This design comes from an exercise in tuning for small area, a short achievable clock period and few clock cycles on the open sky130 flow, not from production work.
In this exercise RTL edits were held to simulation tests only and were not proved equivalent to the original.

## oak
==> flow/design.v <==
package sled_pkg;
  localparam int BUF_BYTES = 64;    
  localparam int STORE     = 62;    
  localparam int AGE_W     = 6;     
  localparam int GRP       = 16;    
  localparam int GRP_W     = $clog2(GRP);
  localparam int NGRP      = 64 / GRP;
  localparam logic [7:0] START_MARK = 8'h50;
  localparam logic [7:0] END_MARK   = 8'h45;
  localparam logic [1:0] KIND_PAYLOAD  = 2'd0;
  localparam logic [1:0] KIND_EMPTY    = 2'd1;
  localparam logic [1:0] KIND_OVERFLOW = 2'd2;
endpackage
import sled_pkg::*;
module sled_ram #(
  parameter int DEPTH = STORE
) (
  input  logic               clk,
  input  logic [DEPTH-1:0]   en,
  input  logic [7:0]         wdata,
  output logic [DEPTH*8-1:0] bytes_o
);
  logic [7:0] sr [DEPTH];
  always_ff @(posedge clk) begin
    if (en[0]) sr[0] <= wdata;
    for (int k = 1; k < DEPTH; k++) begin
      if (en[k]) sr[k] <= sr[k-1];
    end
  end
  always_comb begin
    for (int k = 0; k < DEPTH; k++) bytes_o[k*8 +: 8] = sr[k];
  end
endmodule
import sled_pkg::*;
module sled_front (
  input  logic       clk,
  input  logic       rst_n,
  input  logic       in_tvalid,
  output logic       in_tready,
  input  logic [7:0] in_tdata,
  output logic       q_valid,
  output logic [7:0] q_data,
  output logic       q_is_end,
  input  logic       room_n
);
  logic rdy_r;
  assign in_tready = rdy_r;
  assign q_valid   = in_tvalid && rdy_r;
  assign q_data    = in_tdata;
  assign q_is_end  = (in_tdata == END_MARK);
  always_ff @(posedge clk) begin
    if (!rst_n) begin
      rdy_r <= 1'b0;
    end else begin
      rdy_r <= room_n;
    end
  end
endmodule
import sled_pkg::*;
module sled_back (
  input  logic               clk,
  input  logic               rst_n,
  input  logic               q_valid,
  input  logic [7:0]         q_data,
  input  logic               q_is_end,
  output logic [STORE-1:0]   en,
  output logic               room_n,
  input  logic [STORE*8-1:0] bytes_i,
  output logic               out_tvalid,
  input  logic               out_tready,
  output logic [7:0]         out_tdata,
  output logic               out_tlast,
  output logic [1:0]         out_tuser
);
  logic [7:0]       hgt_r;
  logic [6:0]       lgt_r;
  logic             full_r;
  logic             has_r;
  logic             gh_r [NGRP];
  logic [GRP_W-1:0] gi_r [NGRP];
  logic [STORE-1:0] tag_r;        
  logic             prev_t_r;     
  logic             prev_z_r;     
  logic             s0v_r, s1v_r;
  logic [7:0]       s0d_r, s1d_r;
  logic             s0l_r, s1l_r;
  logic [1:0]       s0k_r, s1k_r;
  logic [7:0] b [STORE];
  always_comb begin
    for (int k = 0; k < STORE; k++) b[k] = bytes_i[k*8 +: 8];
  end
  logic consume, complete, ovf;
  assign consume  = q_valid;
  assign complete = consume && q_is_end && has_r;
  assign full_r   = hgt_r[7];
  assign ovf      = consume && !complete && full_r;
  logic [STORE-1:0] in_buf;
  logic [STORE-1:0] cand;
  always_comb begin
    for (int q = 0; q < STORE; q++) begin
      in_buf[q] = ((q / 8 == 0) || hgt_r[(q / 8 + 7) % 8]) &&
                  (hgt_r[q / 8] || ((q % 8 < 7) && lgt_r[(q % 8) % 7]));
    end
    cand[0] = (q_data == 8'd0) && (b[0] == START_MARK) && in_buf[0];
    for (int q = 1; q < STORE; q++) begin
      cand[q] = (b[q-1] == 8'(q)) && (b[q] == START_MARK) && in_buf[q];
    end
  end
  logic             has_n;
  logic             gh_n [NGRP];
  logic [GRP_W-1:0] gi_n [NGRP];
  always_comb begin
    for (int g = 0; g < NGRP; g++) begin
      gh_n[g] = 1'b0;
      gi_n[g] = '0;
      for (int k = 0; k < GRP; k++) begin
        if (g * GRP + k < STORE && cand[g*GRP+k]) begin
          gh_n[g] = 1'b1;
          gi_n[g] = GRP_W'(k);
        end
      end
    end
    has_n = 1'b0;
    for (int g = 0; g < NGRP; g++) has_n = has_n || gh_n[g];
  end
  logic [AGE_W-1:0] best;
  always_comb begin
    best = '0;
    for (int g = 0; g < NGRP; g++) begin
      if (gh_r[g]) best = {(AGE_W-GRP_W)'(g), gi_r[g]};
    end
  end
  logic s_full, tap, adv;
  assign s_full = s0v_r && s1v_r;
  assign tap    = tag_r[STORE-1];
  assign adv    = !(tap && s_full);
  always_comb begin
    for (int k = 0; k < STORE; k++) en[k] = consume || (adv && !in_buf[k]);
  end
  logic       tap_empty;
  logic       res_v, res_l;
  logic [7:0] res_d;
  logic [1:0] res_k;
  assign tap_empty = !prev_t_r && prev_z_r;   
  always_comb begin
    res_v = (tap && adv) || ovf;
    if (ovf) begin
      res_d = 8'd0;
      res_l = 1'b1;
      res_k = KIND_OVERFLOW;
    end else if (tap_empty) begin
      res_d = 8'd0;
      res_l = 1'b1;
      res_k = KIND_EMPTY;
    end else begin
      res_d = b[STORE-1];
      res_l = !tag_r[STORE-2];
      res_k = KIND_PAYLOAD;
    end
  end
  logic pop;
  logic s0v_n, s1v_n;
  assign pop = s0v_r && out_tready;
  always_comb begin
    s0v_n = s0v_r;
    s1v_n = s1v_r;
    if (pop) begin
      s0v_n = s1v_r;
      s1v_n = 1'b0;
    end
    if (res_v) begin
      if (!s0v_n) s0v_n = 1'b1;
      else        s1v_n = 1'b1;
    end
    room_n = !(s0v_n && s1v_n);
  end
  always_ff @(posedge clk) begin
    if (!rst_n) begin
      hgt_r    <= '0;
      lgt_r    <= '0;
      has_r    <= 1'b0;
      tag_r    <= '0;
      s0v_r    <= 1'b0;
      s1v_r    <= 1'b0;
    end else begin
      if (consume) begin
        if (complete) begin
          hgt_r <= '0;
          lgt_r <= '0;
        end else if (!full_r) begin
          if (lgt_r[6]) begin
            lgt_r <= '0;
            hgt_r <= {hgt_r[6:0], 1'b1};
          end else begin
            lgt_r <= {lgt_r[5:0], 1'b1};
          end
        end
        has_r <= has_n && !complete;
      end
      if (en[0]) tag_r[0] <= complete && (best == '0);
      for (int k = 1; k < STORE; k++) begin
        if (en[k]) tag_r[k] <= (complete && (best >= AGE_W'(k))) || tag_r[k-1];
      end
      s0v_r <= s0v_n;
      s1v_r <= s1v_n;
    end
    if (consume) begin
      for (int g = 0; g < NGRP; g++) begin
        gh_r[g] <= gh_n[g];
        gi_r[g] <= gi_n[g];
      end
    end
    if (en[STORE-1]) begin
      prev_t_r <= tag_r[STORE-1];
      prev_z_r <= (b[STORE-1] == 8'd0);
    end
    if (pop || !s0v_r) begin
      if (s1v_r) begin
        s0d_r <= s1d_r;
        s0l_r <= s1l_r;
        s0k_r <= s1k_r;
      end else begin
        s0d_r <= res_d;
        s0l_r <= res_l;
        s0k_r <= res_k;
      end
    end
    if (res_v && s0v_r && !(pop && !s1v_r)) begin
      s1d_r <= res_d;
      s1l_r <= res_l;
      s1k_r <= res_k;
    end
  end
  assign out_tvalid = s0v_r;
  assign out_tdata  = s0d_r;
  assign out_tlast  = s0l_r;
  assign out_tuser  = s0k_r;
endmodule
import sled_pkg::*;
module start_length_end_deframer_unit (
  input  logic       clk,
  input  logic       rst_n,
  input  logic       in_tvalid,
  output logic       in_tready,
  input  logic [7:0] in_tdata,    
  output logic       out_tvalid,
  input  logic       out_tready,
  output logic [7:0] out_tdata,   
  output logic       out_tlast,
  output logic [1:0] out_tuser    
);
  logic               q_valid;
  logic [7:0]         q_data;
  logic               q_is_end;
  logic               room_n;
  logic [STORE-1:0]   en;
  logic [STORE*8-1:0] bytes;
  sled_front u_front (
    .clk       (clk),
    .rst_n     (rst_n),
    .in_tvalid (in_tvalid),
    .in_tready (in_tready),
    .in_tdata  (in_tdata),
    .q_valid   (q_valid),
    .q_data    (q_data),
    .q_is_end  (q_is_end),
    .room_n    (room_n)
  );
  sled_ram u_ram (
    .clk     (clk),
    .en      (en),
    .wdata   (q_data),
    .bytes_o (bytes)
  );
  sled_back u_back (
    .clk        (clk),
    .rst_n      (rst_n),
    .q_valid    (q_valid),
    .q_data     (q_data),
    .q_is_end   (q_is_end),
    .en         (en),
    .room_n     (room_n),
    .bytes_i    (bytes),
    .out_tvalid (out_tvalid),
    .out_tready (out_tready),
    .out_tdata  (out_tdata),
    .out_tlast  (out_tlast),
    .out_tuser  (out_tuser)
  );
endmodule
clock: 5.5 ns
lec_check: 0
abc_area: 1
cap_margin: 20
core_margin: 2
core_utilization: 55
cts_cluster_diameter: 70
cts_cluster_size: 28
setup_slack_margin: 3.4
slew_margin: 20
run.sh (not shown) runs the stock make flow with config.mk's settings and CLKGATE_MAP_FILE= SYNTH_SCRIPT=/design/flow/synth_recipe.tcl, a recipe that flattens the netlist after the stock synthesis.
Testbench counts of oak, summed over its fixed seeds: cycles 12,679.
[inputs] pine vs oak
-- flow/design.v --
<<< oak, line 145
  always_comb begin
    res_v = (tap && adv) || ovf;
    if (ovf) begin
      res_d = 8'd0;
      res_l = 1'b1;
>>> pine, line 145
  always_comb begin
    res_v = (tap && adv) || ovf;
    if (full_r) begin
      res_d = 8'd0;
      res_l = 1'b1;
<<< oak, line 226
      end
    end
    if (res_v && s0v_r && !(pop && !s1v_r)) begin
      s1d_r <= res_d;
      s1l_r <= res_l;
>>> pine, line 226
      end
    end
    if (pop || !s1v_r) begin
      s1d_r <= res_d;
      s1l_r <= res_l;
==> run summary <==
pine vs oak, worst setup slack went down by 63 ps.
| storage element area | oak vs pine | ≈ equal |
Status: fraction of the yosys area taken by sequential cells parity (oak, pine)
Comparing pine and oak, non-clock buffer instance count of the final layout is higher on oak.
Relative to oak, the final cell area reported for pine is higher.
Relative to oak, pine degrades final routed wirelength across all metal layers.
Testbench counts of pine, summed over its fixed seeds: cycles 12,679.

afterwards: timing with drivers on the ports:
In the flow no input, the clock included, has a driving cell. The finished layouts below were timed again as built, in two steps. Step 1, drivers: a clkbuf_16 drives clk and a buf_2 each remaining input, both assumed. Step 2 adds t to the input delays and takes it off the output delays; t is the mean of the earliest and latest rising clock arrival at the registers after step 1. Input paths then give back, and output paths get back, about the clock's delay inside the block. Three values: no drivers, after step 1, after step 2; two values: the first two.
run | t, ns | setup slack, ns | hold WS [ns] | slew at the worst register clock pin (ns) | worst slew at a driven data input, ns
oak | 0.639 | 3.261 / 3.203 / 2.753 | 0.435 / 0.435 / 0.435 | 0.11 / 0.11 | 0.04
pine | 0.631 | 3.198 / 3.166 / 2.628 | 0.445 / 0.445 / 0.445 | 0.11 / 0.11 | 0.04
After both steps setup and hold are still met in every run listed. The setup slack of pine, which loses most, moves by -0.032 ns with the drivers and by -0.570 ns with both steps.
